Source: an optimization exercise on an open RTL-to-GDS flow (aim: small area, a short achievable clock period and few clock cycles per item). Production flows keep margins and buffers that such runs may drop.
The RTL was checked by simulation tests, not by an equivalence proof against the original design.
No activity file was given, so power comes from the tool's default toggle rates.

## umber
## dac_waveform_sequencer
module dac_waveform_sequencer #(
  parameter int TABLE_DEPTH     = 20,
  parameter int SHORT_DEPTH     = 10,
  parameter int SEQUENCE_LENGTH = 6
) (
  input  logic                              clk_i,
  input  logic                              rst_ni,
  input  logic                              in_valid_i,
  output logic                              in_stall_o,
  input  logic [1:0]                        opcode_i,
  input  logic [1:0]                        table_select_i,
  input  logic [4:0]                        sample_index_i,
  input  logic [dws_pkg::SAMPLE_W-1:0]      sample_value_i,
  input  logic [dws_pkg::SEG_LIST_W-1:0]    segment_list_i,
  output logic                              out_valid_o,
  input  logic                              out_stall_i,
  output logic [dws_pkg::SAMPLE_W-1:0]      dac_value_o,
  output logic                              busy_res_o,
  output logic                              sequence_done_o,
  output logic                              refused_o,
  input  logic                              cfg_valid_i,
  output logic                              cfg_ready_o,
  input  logic [dws_pkg::CFG_INDEX_W-1:0]   cfg_index_i,
  input  logic [dws_pkg::CFG_DATA_W-1:0]    cfg_data_i
);
For scale: roughly 2200 cells after synthesis, roughly 790 flip-flops, ~33000 um^2 of cells after synthesis.
Settings: LEC_CHECK=0, ABC_CLOCK_PERIOD_IN_PS=2500, CAP_MARGIN=20, CORE_MARGIN=2, CORE_UTILIZATION=60, CTS_CLUSTER_DIAMETER=60, CTS_CLUSTER_SIZE=24, PLACE_DENSITY=0.68, SETUP_SLACK_MARGIN=4.1, SLEW_MARGIN=20; clock period 6.5 ns.
run.sh (not shown) runs the stock make flow with config.mk's settings and CLKGATE_MAP_FILE= SYNTH_SCRIPT=/design/flow/synth_recipe.tcl, a recipe that flattens the netlist after the stock synthesis.
umber completed; timing, DRC and antenna clean
Testbench counts of umber, summed over its fixed seeds: cycles 110,850, items 110,722.
What tundra does differently from umber at the input level:
diff --git a/flow/design.v b/flow/design.v
--- a/flow/design.v
+++ b/flow/design.v
@@ -37,32 +37,38 @@
   for (genvar i = 0; i < 10; i++) begin : g_t0
     always_ff @(posedge clk_i) begin
       if (clr_i || (we_i && wr_tbl_i == 2'd0 && wr_idx_i == 5'(i))) t0_q[i] <= wd;
     end
   end
   for (genvar i = 0; i < 20; i++) begin : g_t123
     always_ff @(posedge clk_i) begin
       if (clr_i || (we_i && wr_tbl_i == 2'd1 && wr_idx_i == 5'(i))) t1_q[i] <= wd;
       if (clr_i || (we_i && wr_tbl_i == 2'd2 && wr_idx_i == 5'(i))) t2_q[i] <= wd;
       if (clr_i || (we_i && wr_tbl_i == 2'd3 && wr_idx_i == 5'(i))) t3_q[i] <= wd;
     end
   end
+  logic [W-1:0] r0, r1, r2, r3;
   always_comb begin
-    rd_data_o = '0;
-    for (int i = 2; i < 10; i++) rd_data_o = rd_data_o | ({W{rd_tbl_i[0] & rd_idx_i[i]}} & t0_q[i]);
+    r0 = '0;
+    r1 = '0;
+    r2 = '0;
+    r3 = '0;
+    for (int i = 2; i < 10; i++) r0 = r0 | ({W{rd_idx_i[i]}} & t0_q[i]);
     for (int i = 2; i < 20; i++) begin
-      rd_data_o = rd_data_o | ({W{rd_tbl_i[1] & rd_idx_i[i]}} & t1_q[i]);
-      rd_data_o = rd_data_o | ({W{rd_tbl_i[2] & rd_idx_i[i]}} & t2_q[i]);
-      rd_data_o = rd_data_o | ({W{rd_tbl_i[3] & rd_idx_i[i]}} & t3_q[i]);
+      r1 = r1 | ({W{rd_idx_i[i]}} & t1_q[i]);
+      r2 = r2 | ({W{rd_idx_i[i]}} & t2_q[i]);
+      r3 = r3 | ({W{rd_idx_i[i]}} & t3_q[i]);
     end
+    rd_data_o = ({W{rd_tbl_i[0]}} & r0) | ({W{rd_tbl_i[1]}} & r1)
+              | ({W{rd_tbl_i[2]}} & r2) | ({W{rd_tbl_i[3]}} & r3);
   end
   assign first_o  = {t3_q[0], t2_q[0], t1_q[0], t0_q[0]};
   assign second_o = {t3_q[1], t2_q[1], t1_q[1], t0_q[1]};
 endmodule
 module dws_scan (
   input  logic [dws_pkg::SEG_LIST_W-1:0] seg_i,
   input  logic [2:0]                     tnz_i,    
   output logic [dws_pkg::SEG_CODES-1:0]  pl_o,
   output logic                           found_o,  
   output logic                           zft_o,    
   output logic [2:0]                     c1_o      
 );
@@ -482,41 +488,41 @@
     .rd_tbl_i  (rd_tbl),
     .rd_idx_i  (rd_idx),
     .rd_data_o (rd_data),
     .first_o   (first),
     .second_o  (second)
   );
   logic load_o, shift_o, load_f;
   assign load_o  = proc && (!ov_q || take);
   assign shift_o = full_q && take;
   assign load_f  = proc && ov_q && !take;
   always_ff @(posedge clk_i or negedge rst_ni) begin
     if (!rst_ni) begin
-      o_dac_q <= '0;
+      o_dac_q  <= '0;
+      o_busy_q <= 1'b0;
+      o_done_q <= 1'b0;
+      o_ref_q  <= 1'b0;
     end else if (load_o) begin
-      o_dac_q <= res_dac;
-    end else if (shift_o) begin
-      o_dac_q <= f_dac_q;
-    end
-  end
-  always_ff @(posedge clk_i) begin
-    if (load_o) begin
+      o_dac_q  <= res_dac;
       o_busy_q <= res_busy;
       o_done_q <= res_done;
       o_ref_q  <= res_refused;
     end else if (shift_o) begin
+      o_dac_q  <= f_dac_q;
       o_busy_q <= f_busy_q;
       o_done_q <= f_done_q;
       o_ref_q  <= f_ref_q;
     end
+  end
+  always_ff @(posedge clk_i) begin
     if (load_f) begin
       f_dac_q  <= res_dac;
       f_busy_q <= res_busy;
       f_done_q <= res_done;
       f_ref_q  <= res_refused;
     end
   end
   assign out_valid_o     = ov_q;
   assign dac_value_o     = o_dac_q;
   assign busy_res_o      = o_busy_q;
   assign sequence_done_o = o_done_q;
   assign refused_o       = o_ref_q;
Notes after the runs:
In the flow results for tundra and umber, the endpoint required time on the critical path is smaller on tundra. Diff umber -> tundra: combinational cell fraction of total power saw a decrease, overall track demand over capacity in global routing saw a decrease, overall power saw an increase, cell area saw a decrease, post-route fraction of the period consumed by the critical path saw a decrease. Detailed-router iteration count before antenna repair: tundra and umber compared, higher one is umber.
Testbench counts of tundra, summed over its fixed seeds: cycles 110,850, items 110,722.


dac_waveform_sequencer with an RTL version that a note above also has.
Size: about 2200 cells after synthesis, roughly 790 flip-flops, about 33000 sq um of cells after synthesis.
export LEC_CHECK = 0
export ABC_CLOCK_PERIOD_IN_PS = 2500
export CAP_MARGIN = 20
export CORE_MARGIN = 2
export CORE_UTILIZATION = 60
export CTS_CLUSTER_DIAMETER = 80
export CTS_CLUSTER_SIZE = 20
export PLACE_DENSITY = 0.68
export SETUP_SLACK_MARGIN = 4.1
export SLEW_MARGIN = 20
create_clock -name core_clock -period 6.5 [get_ports {clk_i}]
Testbench counts at the start, summed over its fixed seeds: cycles 110,850, items 110,722.
Change:
--- a/flow/design.v
+++ b/flow/design.v
@@ -42,28 +42,22 @@
   for (genvar i = 0; i < 20; i++) begin : g_t123
     always_ff @(posedge clk_i) begin
       if (clr_i || (we_i && wr_tbl_i == 2'd1 && wr_idx_i == 5'(i))) t1_q[i] <= wd;
       if (clr_i || (we_i && wr_tbl_i == 2'd2 && wr_idx_i == 5'(i))) t2_q[i] <= wd;
       if (clr_i || (we_i && wr_tbl_i == 2'd3 && wr_idx_i == 5'(i))) t3_q[i] <= wd;
     end
   end
-  logic [W-1:0] r0, r1, r2, r3;
   always_comb begin
-    r0 = '0;
-    r1 = '0;
-    r2 = '0;
-    r3 = '0;
-    for (int i = 2; i < 10; i++) r0 = r0 | ({W{rd_idx_i[i]}} & t0_q[i]);
+    rd_data_o = '0;
+    for (int i = 2; i < 10; i++) rd_data_o = rd_data_o | ({W{rd_tbl_i[0] & rd_idx_i[i]}} & t0_q[i]);
     for (int i = 2; i < 20; i++) begin
-      r1 = r1 | ({W{rd_idx_i[i]}} & t1_q[i]);
-      r2 = r2 | ({W{rd_idx_i[i]}} & t2_q[i]);
-      r3 = r3 | ({W{rd_idx_i[i]}} & t3_q[i]);
+      rd_data_o = rd_data_o | ({W{rd_tbl_i[1] & rd_idx_i[i]}} & t1_q[i]);
+      rd_data_o = rd_data_o | ({W{rd_tbl_i[2] & rd_idx_i[i]}} & t2_q[i]);
+      rd_data_o = rd_data_o | ({W{rd_tbl_i[3] & rd_idx_i[i]}} & t3_q[i]);
     end
-    rd_data_o = ({W{rd_tbl_i[0]}} & r0) | ({W{rd_tbl_i[1]}} & r1)
-              | ({W{rd_tbl_i[2]}} & r2) | ({W{rd_tbl_i[3]}} & r3);
   end
   assign first_o  = {t3_q[0], t2_q[0], t1_q[0], t0_q[0]};
   assign second_o = {t3_q[1], t2_q[1], t1_q[1], t0_q[1]};
 endmodule
 module dws_scan (
   input  logic [dws_pkg::SEG_LIST_W-1:0] seg_i,
   input  logic [2:0]                     tnz_i,    
@@ -493,31 +487,31 @@
   );
   logic load_o, shift_o, load_f;
   assign load_o  = proc && (!ov_q || take);
   assign shift_o = full_q && take;
   assign load_f  = proc && ov_q && !take;
   always_ff @(posedge clk_i or negedge rst_ni) begin
     if (!rst_ni) begin
-      o_dac_q  <= '0;
-      o_busy_q <= 1'b0;
-      o_done_q <= 1'b0;
-      o_ref_q  <= 1'b0;
+      o_dac_q <= '0;
     end else if (load_o) begin
-      o_dac_q  <= res_dac;
+      o_dac_q <= res_dac;
+    end else if (shift_o) begin
+      o_dac_q <= f_dac_q;
+    end
+  end
+  always_ff @(posedge clk_i) begin
+    if (load_o) begin
       o_busy_q <= res_busy;
       o_done_q <= res_done;
       o_ref_q  <= res_refused;
     end else if (shift_o) begin
-      o_dac_q  <= f_dac_q;
       o_busy_q <= f_busy_q;
       o_done_q <= f_done_q;
       o_ref_q  <= f_ref_q;
     end
-  end
-  always_ff @(posedge clk_i) begin
     if (load_f) begin
       f_dac_q  <= res_dac;
       f_busy_q <= res_busy;
       f_done_q <= res_done;
       f_ref_q  <= res_refused;
     end
   end
Outcome:
- global-route usage climbs by 2.6 points
- via count climbs by 4.8%
- synthesized area climbs by about 0.32%
- power stays flat
- core utilization climbs by 0.75 points
- clock power stays flat
- sequential power is about the same
- final area climbs by about 1.3%
Testbench counts after the change, summed over its fixed seeds: cycles 110,850, items 110,722.

static timing again, ports no longer ideal:
Ports are ideal in the flow. The routed layouts listed here were re-timed in OpenROAD. Step 1 sets driving cells, clkbuf_16 on the clock port and buf_2 on the other inputs (assumed; they add their load-dependent delay and slew). Step 2 times the ports against the registers' clock, not the clock port: input delays grow and output delays shrink by t, the midpoint of the rising clock arrivals with the driver on. Three values: no drivers, after step 1, after step 2; two values: the first two.
run	shift t [ns]	slack for setup (ns)	worst hold slack (ns)
umber	0.675	3.834 / 3.834 / 3.481	0.463 / 0.463 / 0.463
tundra	0.680	3.994 / 3.930 / 3.444	0.475 / 0.475 / 0.475
the first run of note 2	0.669	4.005 / 3.947 / 3.476	0.482 / 0.482 / 0.482
the second run of note 2	0.676	3.821 / 3.821 / 3.450	0.458 / 0.458 / 0.458
After both steps setup and hold are still met in every run listed. For tundra, which loses most, drivers alone change the setup slack by -0.064 ns; drivers and shift together by -0.550 ns.
